This is an optimization exercise on Yosys and OpenROAD, whose aim is small area, not a production implementation.

job 742:
Design iot_filter_param, start of the top module:
module iot_filter_param #(
    parameter int IN_W  = 8,
    parameter int BEATS = 16,
    parameter int WORDS = 8
) (
    input  logic                     clk,
    input  logic                     rst,
    input  logic                     in_en,
    input  logic [IN_W-1:0]          iot_in,
    input  logic [2:0]               fn_sel,
    input  logic [IN_W*BEATS-1:0]    lo_bound,
    input  logic [IN_W*BEATS-1:0]    hi_bound,
    output logic                     busy,
    output logic                     valid,
    output logic [IN_W*BEATS-1:0]    iot_out
);
==> module iot_filter_param, before the edit <==
module iot_filter_param #(
    parameter int IN_W  = 8,
    parameter int BEATS = 16,
    parameter int WORDS = 8
) (
    input  logic                     clk,
    input  logic                     rst,
    input  logic                     in_en,
    input  logic [IN_W-1:0]          iot_in,
    input  logic [2:0]               fn_sel,
    input  logic [IN_W*BEATS-1:0]    lo_bound,
    input  logic [IN_W*BEATS-1:0]    hi_bound,
    output logic                     busy,
    output logic                     valid,
    output logic [IN_W*BEATS-1:0]    iot_out
);
    localparam int WORD_W = IN_W * BEATS;
    localparam int LOG2W  = $clog2(WORDS);
    localparam int BCW    = $clog2(BEATS);
    logic              busy_r;
    logic              valid_r;
    logic [BCW-1:0]    beat_cnt;
    logic [LOG2W-1:0]  word_cnt;
    logic [2:0]        fn;
    logic              peak_vld;
    logic              fold_r;
    logic              chg;
    logic              ag, al, bg, bl;
    logic [WORD_W-1:0] acc;
    logic [LOG2W-1:0]  ext;
    logic [LOG2W-1:0]  lowp;
    logic [WORD_W-1:0] lo;
    logic [WORD_W-1:0] hi;
    logic [BEATS-1:0]  cy;
    logic              accept, rs, beat0, beatl;
    logic [2:0]        fn_e;
    logic              fold_now, fold_e;
    logic              is_max, is_min, is_avg, is_ext, is_rnd, force_b;
    logic [IN_W-1:0]   lo_b, hi_b, at, bt;
    logic              ag0, al0, bg0, bl0, eqa, eqb;
    logic              ag_n, al_n, bg_n, bl_n;
    logic              take;
    logic [IN_W-1:0]   addb;
    logic [IN_W:0]     sum;
    logic [LOG2W:0]    sum_lo;
    logic [IN_W-1:0]   nbyte;
    assign accept   = in_en && !busy_r;
    assign beat0    = (beat_cnt == '0);
    assign beatl    = (beat_cnt == BCW'(BEATS - 1));
    assign rs       = beat0 && (word_cnt == '0);
    assign fold_now = peak_vld && (fn_sel == fn);
    assign fn_e     = rs ? fn_sel : fn;
    assign fold_e   = rs ? fold_now : fold_r;
    assign is_max   = (fn_e == 3'd1) || (fn_e == 3'd6);
    assign is_min   = (fn_e == 3'd2) || (fn_e == 3'd7);
    assign is_avg   = (fn_e == 3'd3);
    assign is_ext   = (fn_e[2:1] == 2'b10);
    assign is_rnd   = is_max || is_min || is_avg;
    assign force_b  = is_rnd && !fold_e && (word_cnt == '0);
    logic [BEATS-1:0] bsel;
    always_comb begin
        bsel = '0;
        bsel[beat_cnt] = 1'b1;
        lo_b = rs ? lo_bound[WORD_W-1 -: IN_W] : '0;
        hi_b = rs ? hi_bound[WORD_W-1 -: IN_W] : '0;
        for (int k = 0; k < BEATS; k++) begin
            lo_b = lo_b | ({IN_W{bsel[k] && !rs}} & lo[WORD_W-1-IN_W*k -: IN_W]);
            hi_b = hi_b | ({IN_W{bsel[k] && !rs}} & hi[WORD_W-1-IN_W*k -: IN_W]);
        end
    end
    assign at   = is_ext ? lo_b : acc[WORD_W-1 -: IN_W];
    assign bt   = hi_b;
    assign ag0  = !beat0 && ag;
    assign al0  = !beat0 && al;
    assign bg0  = !beat0 && bg;
    assign bl0  = !beat0 && bl;
    assign eqa  = !ag0 && !al0;
    assign eqb  = !bg0 && !bl0;
    assign ag_n = ag0 || (eqa && (iot_in > at));
    assign al_n = al0 || (eqa && (iot_in < at));
    assign bg_n = bg0 || (eqb && (iot_in > bt));
    assign bl_n = bl0 || (eqb && (iot_in < bt));
    assign take  = !is_rnd || force_b || (is_max && ag_n) || (is_min && al_n);
    assign addb   = {(beat0 ? {LOG2W{1'b0}} : lowp), iot_in[IN_W-1:LOG2W]};
    assign sum    = (force_b ? {IN_W{1'b0}} : at) + addb + (!force_b && cy[BEATS-1]);
    assign sum_lo = (force_b ? {LOG2W{1'b0}} : ext) + iot_in[LOG2W-1:0];
    assign nbyte  = is_avg ? sum[IN_W-1:0] : (take ? iot_in : at);
    always_ff @(posedge clk) begin
        if (rst) begin
            busy_r   <= 1'b0;
            valid_r  <= 1'b0;
            beat_cnt <= '0;
            word_cnt <= '0;
            peak_vld <= 1'b0;
        end else begin
            busy_r  <= accept && beatl;
            valid_r <= 1'b0;
            if (accept) begin
                beat_cnt <= beat_cnt + 1'b1;
                if (rs && fn_sel != fn) peak_vld <= 1'b0;
            end
            if (busy_r) begin
                word_cnt <= word_cnt + 1'b1;
                if (fn == 3'd4)
                    valid_r <= ag && bl;
                else if (fn == 3'd5)
                    valid_r <= al || bg;
                else if (word_cnt == LOG2W'(WORDS - 1) && fn != 3'd0)
                    valid_r <= chg;
                if (word_cnt == LOG2W'(WORDS - 1) && fn[2:1] == 2'b11)
                    peak_vld <= 1'b1;
            end
        end
    end
    always_ff @(posedge clk) begin
        if (accept) begin
            ag   <= ag_n;
            al   <= al_n;
            bg   <= bg_n;
            bl   <= bl_n;
            chg  <= (rs ? !fold_now : chg) || (is_max && ag_n) || (is_min && al_n);
            acc  <= {acc[WORD_W-IN_W-1:0], nbyte};
            lowp <= iot_in[LOG2W-1:0];
            cy   <= {cy[BEATS-2:1], cy[0] || (is_avg && !beat0 && sum[IN_W]),
                     is_avg && beatl && sum_lo[LOG2W]};
            if (beatl)
                ext <= sum_lo[LOG2W-1:0];
            if (rs) begin
                fn     <= fn_sel;
                fold_r <= fold_now;
                lo     <= lo_bound;
                hi     <= hi_bound;
            end
        end
    end
    localparam int GRP = 4;
    logic [BEATS:0]    bc;
    logic [BEATS-1:0]  bg_g, bg_p;
    logic [WORD_W-1:0] tot;
    for (genvar k = 0; k < BEATS; k++) begin : g_gp
        logic [IN_W-1:0] a;
        assign a       = acc[k*IN_W +: IN_W];
        assign bg_g[k] = a[0] & cy[k] & (&a[IN_W-1:1]);
        assign bg_p[k] = (a[0] | cy[k]) & (&a[IN_W-1:1]);
    end
    assign bc[0] = 1'b0;
    for (genvar g = 0; g < BEATS / GRP; g++) begin : g_grp
        logic gg, gp;
        always_comb begin
            gg = 1'b0;
            gp = 1'b1;
            for (int k = g * GRP; k < g * GRP + GRP; k++) begin
                gg = bg_g[k] | (bg_p[k] & gg);
                gp = gp & bg_p[k];
            end
        end
        for (genvar k = g * GRP; k < g * GRP + GRP - 1; k++) begin : g_in
            assign bc[k+1] = bg_g[k] | (bg_p[k] & bc[k]);
        end
        assign bc[g*GRP+GRP] = gg | (gp & bc[g*GRP]);
    end
    for (genvar k = 0; k < BEATS; k++) begin : g_res
        logic [IN_W-1:0] a;
        logic [IN_W:0]   t;
        assign a    = acc[k*IN_W +: IN_W];
        assign t[1] = (a[0] & cy[k]) | (bc[k] & (a[0] | cy[k]));
        assign tot[k*IN_W] = a[0] ^ cy[k] ^ bc[k];
        for (genvar m = 1; m < IN_W; m++) begin : g_bit
            assign t[m+1] = t[m] & a[m];
            assign tot[k*IN_W+m] = a[m] ^ t[m];
        end
    end
    assign busy    = busy_r;
    assign valid   = valid_r;
    assign iot_out = valid_r ? tot : '0;
endmodule
clock: 11.0 ns
lec_check: 0
abc_area: 1
cap_margin: 20
core_margin: 2
core_utilization: 40
place_density: 0.6
slew_margin: 20
standard.sh (not shown) runs the stock make flow with config.mk's settings and CLKGATE_MAP_FILE= SYNTH_SCRIPT=/design/flow/synth_recipe.tcl, a recipe that flattens the netlist after the stock synthesis.
==> flow/flow/run.sh <==
#!/bin/bash
# Standard ORFS layout (the standard.sh) with the smallest buffer cell on the ports
# and a clock tree without dummy loads.
set -euo pipefail
export BUFFER_PORTS_ARGS="-buffer_cell sky130_fd_sc_hd__buf_1"
export CTS_ARGS="-sink_clustering_enable -repair_clock_nets -buf_list sky130_fd_sc_hd__clkbuf_8 -sink_clustering_size 16 -sink_clustering_max_diameter 80 -dont_use_dummy_load"
bash standard.sh > standard.log 2>&1
Edits applied to the flow inputs when going from job 742 to job 2040:
--- a/flow/design.v
+++ b/flow/design.v
@@ -21,11 +21,10 @@
     logic              valid_r;
     logic [BCW-1:0]    beat_cnt;
     logic [LOG2W-1:0]  word_cnt;
     logic [2:0]        fn;
     logic              peak_vld;
-    logic              fold_r;
     logic              chg;
     logic              ag, al, bg, bl;
     logic [WORD_W-1:0] acc;
     logic [LOG2W-1:0]  ext;
     logic [LOG2W-1:0]  lowp;
@@ -48,11 +47,11 @@
     assign beat0    = (beat_cnt == '0);
     assign beatl    = (beat_cnt == BCW'(BEATS - 1));
     assign rs       = beat0 && (word_cnt == '0);
     assign fold_now = peak_vld && (fn_sel == fn);
     assign fn_e     = rs ? fn_sel : fn;
-    assign fold_e   = rs ? fold_now : fold_r;
+    assign fold_e   = rs ? fold_now : peak_vld;
     assign is_max   = (fn_e == 3'd1) || (fn_e == 3'd6);
     assign is_min   = (fn_e == 3'd2) || (fn_e == 3'd7);
     assign is_avg   = (fn_e == 3'd3);
     assign is_ext   = (fn_e[2:1] == 2'b10);
     assign is_rnd   = is_max || is_min || is_avg;
@@ -125,11 +124,10 @@
                      is_avg && beatl && sum_lo[LOG2W]};
             if (beatl)
                 ext <= sum_lo[LOG2W-1:0];
             if (rs) begin
                 fn     <= fn_sel;
-                fold_r <= fold_now;
                 lo     <= lo_bound;
                 hi     <= hi_bound;
             end
         end
     end
@@ -159,17 +157,19 @@
         end
         assign bc[g*GRP+GRP] = gg | (gp & bc[g*GRP]);
     end
     for (genvar k = 0; k < BEATS; k++) begin : g_res
         logic [IN_W-1:0] a;
-        logic [IN_W:0]   t;
+        logic [IN_W:0]   p;
+        logic            c1;
         assign a    = acc[k*IN_W +: IN_W];
-        assign t[1] = (a[0] & cy[k]) | (bc[k] & (a[0] | cy[k]));
+        assign c1   = (a[0] & cy[k]) | (bc[k] & (a[0] | cy[k]));
         assign tot[k*IN_W] = a[0] ^ cy[k] ^ bc[k];
+        assign p[1] = 1'b1;
         for (genvar m = 1; m < IN_W; m++) begin : g_bit
-            assign t[m+1] = t[m] & a[m];
-            assign tot[k*IN_W+m] = a[m] ^ t[m];
+            assign p[m+1] = p[m] & a[m];
+            assign tot[k*IN_W+m] = a[m] ^ (c1 & p[m]);
         end
     end
     assign busy    = busy_r;
     assign valid   = valid_r;
     assign iot_out = valid_r ? tot : '0;
[summary]
Job 2040 finished every step from synthesis to the final layout, and the layout passed the timing, DRC and antenna checks. NOTE clock buffer count in the final layout job 742->job 2040 increased by a few percent. Comparing actual slew at the worst max-slew pin for job 2040 and job 742, the smaller number came from job 742. Highest layer used for signal routing: met4 -> job 742, met5 -> job 2040. Going from job 742 to job 2040, wire length grew by 2900 um; cell count after synthesis grew by 1.6%; post-route core utilization held steady.
No functional check of the RTL was part of any run of this note.

port drivers added, routing unchanged:
The results above use ideal ports. As a check the final layouts listed here were re-extracted and re-timed, cells and wires unchanged.
Step 1, drivers: a clkbuf_16 drives clk and a buf_2 each remaining input, both assumed.
Step 2, shift: input delay + t, output delay - t, t = (earliest + latest rising clock arrival at the registers) / 2. This alone moves slack from input paths to output paths.
Three values: no drivers, after step 1, after step 2; two values: the first two.
| run | t (ns) | setup slack, ns | worst setup path after step 2 | clock arrival spread, ns | cell pins on the clock port's net |
|---|---|---|---|---|---|
| job 742 | 0.637 | 4.516 / 4.466 / 5.103 | register to output | 0.106 / 0.106 | 1 |
| job 2040 | 0.616 | 4.584 / 4.534 / 5.149 | register to output | 0.117 / 0.117 | 1 |
After both steps setup and hold are still met in every run listed.
